Source: an optimization exercise on an open RTL-to-GDS flow (aim: small area and a short achievable clock period). Production flows keep margins and buffers that such runs may drop.
In this exercise RTL edits were held to simulation tests only and were not proved equivalent to the original.
Power is estimated from default activity; no workload was simulated.

// usb_data_buffer
module usb_data_buffer
#(
  parameter int unsigned DEPTH  = usb_pkg::USB_BUF_DEPTH,
  parameter int unsigned ADDR_W = usb_pkg::USB_BUF_ADDR_W
) (
  input  logic              clk,
  input  logic              n_rst,
  input  logic              flush,
  input  logic              clear,
  input  logic              store_rx_packet_data,
  input  logic [7:0]        rx_packet_data,
  input  logic              get_rx_data,
  input  logic              store_tx_data,
  input  logic [1:0]        data_size,
  input  logic [31:0]       tx_data,
  output logic [31:0]       rx_data,
  input  logic              get_tx_packet_data,
  output logic [7:0]        tx_packet_data,
  output logic [ADDR_W:0]   buffer_occupancy
);
Size: roughly 560 flip-flops, roughly 97 I/O pins, ~0.030 mm^2 of cells after synthesis.
make LEC_CHECK=0 ABC_CLOCK_PERIOD_IN_PS=4000 CAP_MARGIN=20 CORE_MARGIN=2 CORE_UTILIZATION=30 SETUP_SLACK_MARGIN=3.0 SLEW_MARGIN=20 finish   # period 7.0 ns
run.sh (not shown) runs the stock make flow with config.mk's settings and CLKGATE_MAP_FILE= SYNTH_SCRIPT=/design/flow/synth_recipe.tcl, a recipe that flattens the netlist after the stock synthesis.
==> next run, changes <==
Settings changed: ABC_CLOCK_PERIOD_IN_PS 4000 to default, SETUP_SLACK_MARGIN 3.0 to default.
Effect:
- The new run completed with no timing, DRC or antenna violations
- setup slack gets worse by 1.4 ns
- clock power is lower by about 4%
- non-clock buffer count decreases by 162
==> next run, changes <==
Settings changed: ABC_CLOCK_PERIOD_IN_PS from default to 3400, SETUP_SLACK_MARGIN from default to 3.6.
Outcome: The changed run ran to the end with no violations; clock-buffer cell count rose by 4; setup slack gets better by 1.4 ns; synthesized cell count is unchanged; cell area rose by 12%; sequential power hardly moves; fmax rose by 29%; total power rose by 17%; register-to-register slack gets better by 1.5 ns; critical path depth rose by 16; worst hold slack gets worse by 0.014 ns; die area does not change.

== v22 ==
The RTL this note starts from:
==> flow/design.v <==
package usb_pkg;
  localparam int unsigned USB_BUF_DEPTH  = 64;
  localparam int unsigned USB_BUF_ADDR_W = 6;
  localparam logic [1:0] SIZE_BYTE = 2'd0;
  localparam logic [1:0] SIZE_HALF = 2'd1;
  localparam logic [1:0] SIZE_WORD = 2'd2;
  localparam logic [3:0] PID_OUT   = 4'b0001;
  localparam logic [3:0] PID_IN    = 4'b1001;
  localparam logic [3:0] PID_DATA0 = 4'b0011;
  localparam logic [3:0] PID_DATA1 = 4'b1011;
  localparam logic [3:0] PID_ACK   = 4'b0010;
  localparam logic [3:0] PID_NAK   = 4'b1010;
  localparam logic [3:0] PID_STALL = 4'b1110;
  function automatic logic [2:0] size_bytes(input logic [1:0] sz);
    logic [2:0] n;
    case (sz)
      SIZE_BYTE: n = 3'd1;
      SIZE_HALF: n = 3'd2;
      SIZE_WORD: n = 3'd4;
      default:   n = 3'd0;
    endcase
    size_bytes = n;
  endfunction
endpackage
module usb_buffer_mem
#(
  parameter int unsigned DEPTH  = usb_pkg::USB_BUF_DEPTH,
  parameter int unsigned ADDR_W = usb_pkg::USB_BUF_ADDR_W
) (
  input  logic              clk_i,
  input  logic [ADDR_W-1:0] waddr_i,      
  input  logic [3:0]        wlane_en_i,   
  input  logic [31:0]       wdata_i,      
  input  logic [ADDR_W-1:0] raddr_i,      
  output logic [31:0]       wbank_o,      
  output logic [31:0]       rbank_o       
);
  localparam int unsigned Rows  = DEPTH / 4;
  localparam int unsigned RowW  = ADDR_W - 2;
  logic [7:0] bank_q [4][Rows];
  for (genvar b = 0; b < 4; b++) begin : gen_bank
    logic [1:0]      wlane;
    logic [RowW-1:0] wrow, rrow;
    logic [7:0]      wbyte;
    logic            wen;
    assign wlane = 2'(b) - waddr_i[1:0];
    assign wrow  = waddr_i[ADDR_W-1:2] + RowW'(2'(b) < waddr_i[1:0]);
    assign wbyte = wdata_i[8*wlane +: 8];
    assign wen   = wlane_en_i[wlane];
    assign rrow  = raddr_i[ADDR_W-1:2] + RowW'(2'(b) < raddr_i[1:0]);
    assign rbank_o[8*b +: 8] = bank_q[b][rrow];
    assign wbank_o[8*b +: 8] = wbyte;
    for (genvar r = 0; r < Rows; r++) begin : gen_row
      always_ff @(posedge clk_i) begin
        if (wen && wrow == RowW'(r)) bank_q[b][r] <= wbyte;
      end
    end
  end
endmodule
module usb_data_buffer
#(
  parameter int unsigned DEPTH  = usb_pkg::USB_BUF_DEPTH,
  parameter int unsigned ADDR_W = usb_pkg::USB_BUF_ADDR_W
) (
  input  logic              clk,
  input  logic              n_rst,
  input  logic              flush,
  input  logic              clear,
  input  logic              store_rx_packet_data,
  input  logic [7:0]        rx_packet_data,
  input  logic              get_rx_data,
  input  logic              store_tx_data,
  input  logic [1:0]        data_size,
  input  logic [31:0]       tx_data,
  output logic [31:0]       rx_data,
  input  logic              get_tx_packet_data,
  output logic [7:0]        tx_packet_data,
  output logic [ADDR_W:0]   buffer_occupancy
);
  localparam int unsigned CntW = ADDR_W + 1;
  logic [ADDR_W-1:0] rd_ptr_q, rd_ptr_d, wr_ptr_q, wr_ptr_d;
  logic [CntW-1:0]   occ_q, occ_d;
  logic [7:0] occ_gt;
  logic [3:0] slot_free;
  logic [3:0] occ_gt_q;
  for (genvar k = 0; k < 8; k++) begin : gen_gt
    assign occ_gt[k] = occ_q > CntW'(k);
  end
  for (genvar k = 0; k < 4; k++) begin : gen_free
    assign slot_free[k] = occ_q < CntW'(DEPTH - k);
  end
  logic       sz1, sz2, sz4;
  logic       push_rx, push_tx, pop_tx, pop_rx;
  logic [2:0] push_oh, pop_oh;    
  logic       clr;
  assign sz1     = data_size == 2'd0;
  assign sz2     = data_size == 2'd1;
  assign sz4     = data_size == 2'd2;
  assign push_rx = store_rx_packet_data;
  assign push_tx = !store_rx_packet_data && store_tx_data;
  assign pop_tx  = get_tx_packet_data;
  assign pop_rx  = !get_tx_packet_data && get_rx_data;
  assign clr     = flush || clear;
  assign push_oh[0] = (push_rx || (push_tx && sz1)) && slot_free[0];
  assign push_oh[1] = push_tx && sz2 && slot_free[1];
  assign push_oh[2] = push_tx && sz4 && slot_free[3];
  assign pop_oh[0]  = (pop_tx || (pop_rx && sz1)) && occ_gt[0];
  assign pop_oh[1]  = pop_rx && sz2 && occ_gt[1];
  assign pop_oh[2]  = pop_rx && sz4 && occ_gt[3];
  logic [8:0]      sel;
  logic [CntW-1:0] cand [9];
  logic [3:0]      cand_gt [9];
  logic [3:0]      occ_gt_d;
  always_comb begin
    for (int i = 0; i < 9; i++) begin
      cand[i] = occ_q + CntW'(i) - CntW'(4);
      for (int k = 0; k < 4; k++) cand_gt[i][k] = cand[i] > CntW'(k);
    end
  end
  logic p0, q0;
  assign p0 = !(push_oh[0] || push_oh[1] || push_oh[2]);
  assign q0 = !(pop_oh[0] || pop_oh[1] || pop_oh[2]);
  assign sel[8] = push_oh[2] && q0;
  assign sel[7] = push_oh[2] && pop_oh[0];
  assign sel[6] = (push_oh[1] && q0) || (push_oh[2] && pop_oh[1]);
  assign sel[5] = (push_oh[0] && q0) || (push_oh[1] && pop_oh[0]);
  assign sel[4] = (p0 && q0) || (push_oh[0] && pop_oh[0]) || (push_oh[1] && pop_oh[1]) ||
                  (push_oh[2] && pop_oh[2]);
  assign sel[3] = (p0 && pop_oh[0]) || (push_oh[0] && pop_oh[1]);
  assign sel[2] = (p0 && pop_oh[1]) || (push_oh[1] && pop_oh[2]);
  assign sel[1] = push_oh[0] && pop_oh[2];
  assign sel[0] = p0 && pop_oh[2];
  always_comb begin
    occ_d    = '0;
    occ_gt_d = '0;
    for (int i = 0; i < 9; i++) begin
      occ_d    = occ_d    | ({CntW{sel[i]}} & cand[i]);
      occ_gt_d = occ_gt_d | ({4{sel[i]}} & cand_gt[i]);
    end
    rd_ptr_d = rd_ptr_q;
    if (pop_oh[0]) rd_ptr_d = rd_ptr_q + ADDR_W'(1);
    if (pop_oh[1]) rd_ptr_d = rd_ptr_q + ADDR_W'(2);
    if (pop_oh[2]) rd_ptr_d = rd_ptr_q + ADDR_W'(4);
    wr_ptr_d = wr_ptr_q;
    if (push_oh[0]) wr_ptr_d = wr_ptr_q + ADDR_W'(1);
    if (push_oh[1]) wr_ptr_d = wr_ptr_q + ADDR_W'(2);
    if (push_oh[2]) wr_ptr_d = wr_ptr_q + ADDR_W'(4);
    if (clr) begin
      rd_ptr_d = '0;
      wr_ptr_d = '0;
      occ_d    = '0;
      occ_gt_d = '0;
    end
  end
  always_ff @(posedge clk or negedge n_rst) begin
    if (!n_rst) begin
      rd_ptr_q <= '0;
      wr_ptr_q <= '0;
      occ_q    <= '0;
      occ_gt_q <= '0;
    end else begin
      rd_ptr_q <= rd_ptr_d;
      wr_ptr_q <= wr_ptr_d;
      occ_q    <= occ_d;
      occ_gt_q <= occ_gt_d;
    end
  end
  logic [31:0] push_data, wbank, rbank;
  assign push_data = push_rx ? {tx_data[31:8], rx_packet_data} : tx_data;
  usb_buffer_mem #(
    .DEPTH  (DEPTH),
    .ADDR_W (ADDR_W)
  ) u_mem (
    .clk_i      (clk),
    .waddr_i    (wr_ptr_q),
    .wlane_en_i (slot_free),
    .wdata_i    (push_data),
    .raddr_i    (rd_ptr_q + ADDR_W'(4)),
    .wbank_o    (wbank),
    .rbank_o    (rbank)
  );
  logic [3:0][7:0] win_q, win_d;
  for (genvar b = 0; b < 4; b++) begin : gen_win
    logic [1:0] pos;       
    logic       popped;
    assign pos    = 2'(b) - rd_ptr_q[1:0];
    assign popped = pop_oh[2] || (pop_oh[1] && !pos[1]) || (pop_oh[0] && pos == 2'd0);
    always_comb begin
      if (popped) win_d[b] = occ_gt[3'(pos) + 3'd4] ? rbank[8*b +: 8] : wbank[8*b +: 8];
      else        win_d[b] = occ_gt[3'(pos)]        ? win_q[b]         : wbank[8*b +: 8];
    end
  end
  always_ff @(posedge clk) begin
    win_q <= win_d;
  end
  logic [3:0][7:0] lane;
  logic [3:0]      lane_on;
  for (genvar k = 0; k < 4; k++) begin : gen_lane
    logic [1:0] bank;
    assign bank    = 2'(k) + rd_ptr_q[1:0];
    assign lane[k] = win_q[bank];
  end
  assign lane_on[0] = occ_gt_q[0] && !(data_size[1] && data_size[0]);
  assign lane_on[1] = (occ_gt_q[1] && data_size[1] && !data_size[0]) ||
                      (occ_gt_q[1] && !data_size[1] && data_size[0]);
  assign lane_on[2] = occ_gt_q[2] && data_size[1] && !data_size[0];
  assign lane_on[3] = occ_gt_q[3] && data_size[1] && !data_size[0];
  for (genvar k = 0; k < 4; k++) begin : gen_rx
    assign rx_data[8*k +: 8] = lane_on[k] ? lane[k] : 8'h00;
  end
  assign tx_packet_data   = occ_gt_q[0] ? lane[0] : 8'h00;
  assign buffer_occupancy = occ_q;
endmodule
export LEC_CHECK = 0
export CAP_MARGIN = 20
export CORE_MARGIN = 2
export CORE_UTILIZATION = 45
export CTS_BUF_LIST = sky130_fd_sc_hd__clkbuf_8
export SETUP_SLACK_MARGIN = 3.5
export SLEW_MARGIN = 20
create_clock -name core_clock -period 7.0 [get_ports {clk}]
v22 ran to completion and came out clean on the timing, DRC and antenna checks.
diff inputs: v22 => v48
- a deleted CTS_BUF_LIST that had been sky130_fd_sc_hd__clkbuf_8
- a change of CORE_UTILIZATION from 45 to 30
--- outcome ---
- Going from v22 to v48, final setup slack of the worst path up 68 ps; met1 layer wirelength in the final routing up about 6%; worst hold slack down 42 ps.
diff inputs: v48 => v24
- putting CTS_BUF_LIST at sky130_fd_sc_hd__clkbuf_8 where nothing was set
- swapping 30 for 45 in CORE_UTILIZATION
- putting ABC_AREA at 1 where nothing was set
==> flow/flow/run.sh (new file) <==
#!/bin/bash
# The standard ORFS layout, with one change: synthesis maps the logic with an
# area-oriented ABC script (flow/abc_area.script) instead of ORFS's, which
# upsizes and buffers every gate before placement. Timing repair after
# placement sizes up only the gates on paths that need it.
set -euo pipefail
here=$(pwd)
rm -rf "$here/scripts"
cp -r "$FLOW_HOME/scripts" "$here/scripts"
cp "$here/flow/abc_area.script" "$here/scripts/abc_area.script"
bash standard.sh SCRIPTS_DIR="$here/scripts" finish > "$here/orfs_make.log" 2>&1
==> flow/flow/abc_area.script (new file) <==
strash
&get -n
&fraig -x
&put
scorr
dc2
strash
&get -n
&dch -f
&nf -R 1000
&put
==> flow/standard.sh (new file) <==
#!/bin/bash
# synth_recipe.tcl (not shown) runs the flow's synth.tcl, then flattens the netlist and writes it again
# the make line also repeats each setting of config.mk as NAME=value (left out here)
make -C /OpenROAD-flow-scripts/flow DESIGN_CONFIG=/design/flow/config.mk WORK_HOME=/design/flow/orfs CLKGATE_MAP_FILE= SYNTH_SCRIPT=/design/flow/synth_recipe.tcl "${@:-finish}"
removed: flow/run.sh
==> comparison <==
Taking v48 over v24, the number of vias after detailed routing ratio works out to 1.12. Delta (v24 minus v48): placement-stage worst setup slack picked up an extra 15 ps; area enclosed by the die boundary lost 40%. Compared v24 vs v48, and total detailed-routing wirelength is down in v24. Area: v24 vs v48 -> v24 smaller. As far as clock transition at the registers of the reported paths is concerned, v48 and v24 perform about the same. Compared to v48, v24 has clock period minus worst slack 140 ps higher.
For v36, these inputs were changed with respect to v24:
- swapping 45 for 30 in CORE_UTILIZATION
- clearing CTS_BUF_LIST, which used to be sky130_fd_sc_hd__clkbuf_8
## What came out
Every stage of the flow completed for v36, and the final layout passed the timing, DRC and antenna checks.
Delta (v36 minus v24): multi-input gate share of the layout cell area lower, wire length of the first global-routing pass went down about 1%, die area rose 49%, per-instance average area after synthesis flat, register-to-register setup slack lost 80 ps.

Another version of the RTL of usb_data_buffer (not shown whole).
For scale: ~570 flip-flops, about 0.025 sq mm of cells after synthesis.
==> flow/config.mk <==
export PLATFORM = sky130hd
export DESIGN_NAME = usb_data_buffer
export DESIGN_NICKNAME = usb_data_buffer
export VERILOG_FILES = /design/flow/design.v
export SDC_FILE = /design/flow/constraint.sdc
export NUM_CORES = 4
export LEC_CHECK = 0
export ABC_AREA = 1
export CAP_MARGIN = 20
export CORE_MARGIN = 2
export CORE_UTILIZATION = 55
export CTS_BUF_LIST = sky130_fd_sc_hd__clkbuf_8
export CTS_CLUSTER_DIAMETER = 50
export CTS_CLUSTER_SIZE = 16
export PLACE_DENSITY = 0.7
export SETUP_SLACK_MARGIN = 3.5
export SLEW_MARGIN = 20
export SYNTH_HIERARCHICAL = 1
export SYNTH_MINIMUM_KEEP_SIZE = 0
==> flow/constraint.sdc <==
create_clock -name core_clock -period 7.0 [get_ports {clk}]
set_input_delay 1.4000 -clock core_clock [delete_from_list [all_inputs] [get_ports {clk}]]
set_output_delay 1.4000 -clock core_clock [all_outputs]
set_load 0.01 [all_outputs]
standard.sh (not shown) runs the stock make flow with config.mk's settings and CLKGATE_MAP_FILE= SYNTH_SCRIPT=/design/flow/synth_recipe.tcl, a recipe that flattens the netlist after the stock synthesis.
==> flow/flow/run.sh <==
#!/bin/bash
# The standard ORFS layout, with two changes:
#  - synthesis maps the logic with an area-oriented ABC script
#    (flow/abc_area.script) instead of ORFS's, which upsizes and buffers every
#    gate before placement; timing repair after placement sizes up only the
#    gates on paths that need it;
#  - every port still gets its own buffer, but the smallest buffer cell is
#    inserted (repair then sizes up those on critical paths).
set -euo pipefail
here=$(pwd)
rm -rf "$here/scripts"
cp -r "$FLOW_HOME/scripts" "$here/scripts"
cp "$here/flow/abc_area.script" "$here/scripts/abc_area.script"
bash standard.sh SCRIPTS_DIR="$here/scripts" \
  "BUFFER_PORTS_ARGS=-buffer_cell sky130_fd_sc_hd__buf_1" finish > "$here/orfs_make.log" 2>&1
==> flow/flow/abc_area.script <==
strash
&get -n
&fraig -x
&put
scorr
dc2
strash
&get -n
&dch -f
&nf -R 1000
&put
The starting point ran to the end with no violations.
Next try:
==> flow/flow/run.sh (replaced) <==
#!/bin/bash
# The standard ORFS layout, with one change: synthesis maps the logic with an
# area-oriented ABC script (flow/abc_area.script) instead of ORFS's, which
# upsizes and buffers every gate before placement. Timing repair after
# placement sizes up only the gates on paths that need it.
set -euo pipefail
here=$(pwd)
rm -rf "$here/scripts"
cp -r "$FLOW_HOME/scripts" "$here/scripts"
cp "$here/flow/abc_area.script" "$here/scripts/abc_area.script"
bash standard.sh SCRIPTS_DIR="$here/scripts" finish > "$here/orfs_make.log" 2>&1
Settings changed: CORE_UTILIZATION 55 to 45, CTS_CLUSTER_DIAMETER 50 to unset, CTS_CLUSTER_SIZE 16 to unset, PLACE_DENSITY 0.7 to unset.
Result: Area after synthesis does not change; global-route usage drops by 4.3 points; fmax climbs by 1.5%; setup slack improves by 0.054 ns; non-clock buffer count climbs by 36; final cell count climbs by 10%; die area climbs by 22%; count of clock-buffer cells in the layout climbs by 46; clock power climbs by 46%; final area climbs by 5.9%.
Next try:
==> flow/flow/run.sh (replaced) <==
#!/bin/bash
# The standard ORFS layout, with two changes:
#  - synthesis maps the logic with an area-oriented ABC script
#    (flow/abc_area.script) instead of ORFS's, which upsizes and buffers every
#    gate before placement; timing repair after placement sizes up only the
#    gates on paths that need it;
#  - every port still gets its own buffer, but the smallest buffer cell is
#    inserted (repair then sizes up those on critical paths).
set -euo pipefail
here=$(pwd)
rm -rf "$here/scripts"
cp -r "$FLOW_HOME/scripts" "$here/scripts"
cp "$here/flow/abc_area.script" "$here/scripts/abc_area.script"
bash standard.sh SCRIPTS_DIR="$here/scripts" \
  "BUFFER_PORTS_ARGS=-buffer_cell sky130_fd_sc_hd__buf_1" finish > "$here/orfs_make.log" 2>&1
Settings changed: CTS_CLUSTER_DIAMETER set to 50, CTS_CLUSTER_SIZE set to 16, SETUP_SLACK_MARGIN 3.5 to 3.2.
Result: The changed run passed the timing, DRC and antenna checks. Global-route usage goes down by 0.88 points. Die area is unchanged. Worst setup slack loses 0.029 ns. Non-clock buffer count went down by 75.

-- afterwards: timing with drivers on the ports --
In the flow no input, the clock included, has a driving cell. The finished layouts below were timed again as built, in two steps.
Step 1 sets driving cells, clkbuf_16 on the clock port and buf_2 on the other inputs (assumed; they add their load-dependent delay and slew).
Step 2 adds t to the input delays and takes it off the output delays; t is the mean of the earliest and latest rising clock arrival at the registers after step 1. Input paths then give back, and output paths get back, about the clock's delay inside the block.
Slacks: no drivers / after step 1 / after step 2; pairs: no drivers / after step 1.
run	t (ns)	setup slack, ns	hold slack, ns	worst register clock-pin slew, ns	worst data-port slew with drivers (ns)
the first run of note 1	0.712	2.320 / 2.334 / 1.622	0.581 / 0.581 / 0.581	0.07 / 0.07	0.15
the second run of note 1	0.703	0.913 / 0.846 / 0.542	0.718 / 0.718 / 0.718	0.07 / 0.07	0.13
the third run of note 1	0.711	2.264 / 2.275 / 1.564	0.705 / 0.659 / 0.788	0.07 / 0.07	0.16
v22	0.748	3.180 / 3.123 / 2.907	0.756 / 0.735 / 0.756	0.07 / 0.07	0.05
v48	0.696	3.248 / 3.184 / 2.816	0.714 / 0.714 / 0.714	0.07 / 0.07	0.07
v24	0.745	3.107 / 3.048 / 2.764	0.590 / 0.590 / 0.590	0.07 / 0.07	0.06
v36	0.687	3.165 / 3.122 / 2.823	0.609 / 0.609 / 0.609	0.07 / 0.07	0.09
the first run of note 3	0.730	3.242 / 3.190 / 3.114	0.607 / 0.607 / 0.607	0.11 / 0.11	0.09
the second run of note 3	0.734	3.296 / 3.245 / 2.867	0.615 / 0.615 / 0.615	0.07 / 0.07	0.05
the third run of note 3	0.720	3.267 / 3.231 / 2.588	0.675 / 0.675 / 0.675	0.11 / 0.11	0.10
After both steps setup and hold are still met in every run listed. The setup slack of the third run of note 1, which loses most, moves by +0.011 ns with the drivers and by -0.700 ns with both steps.
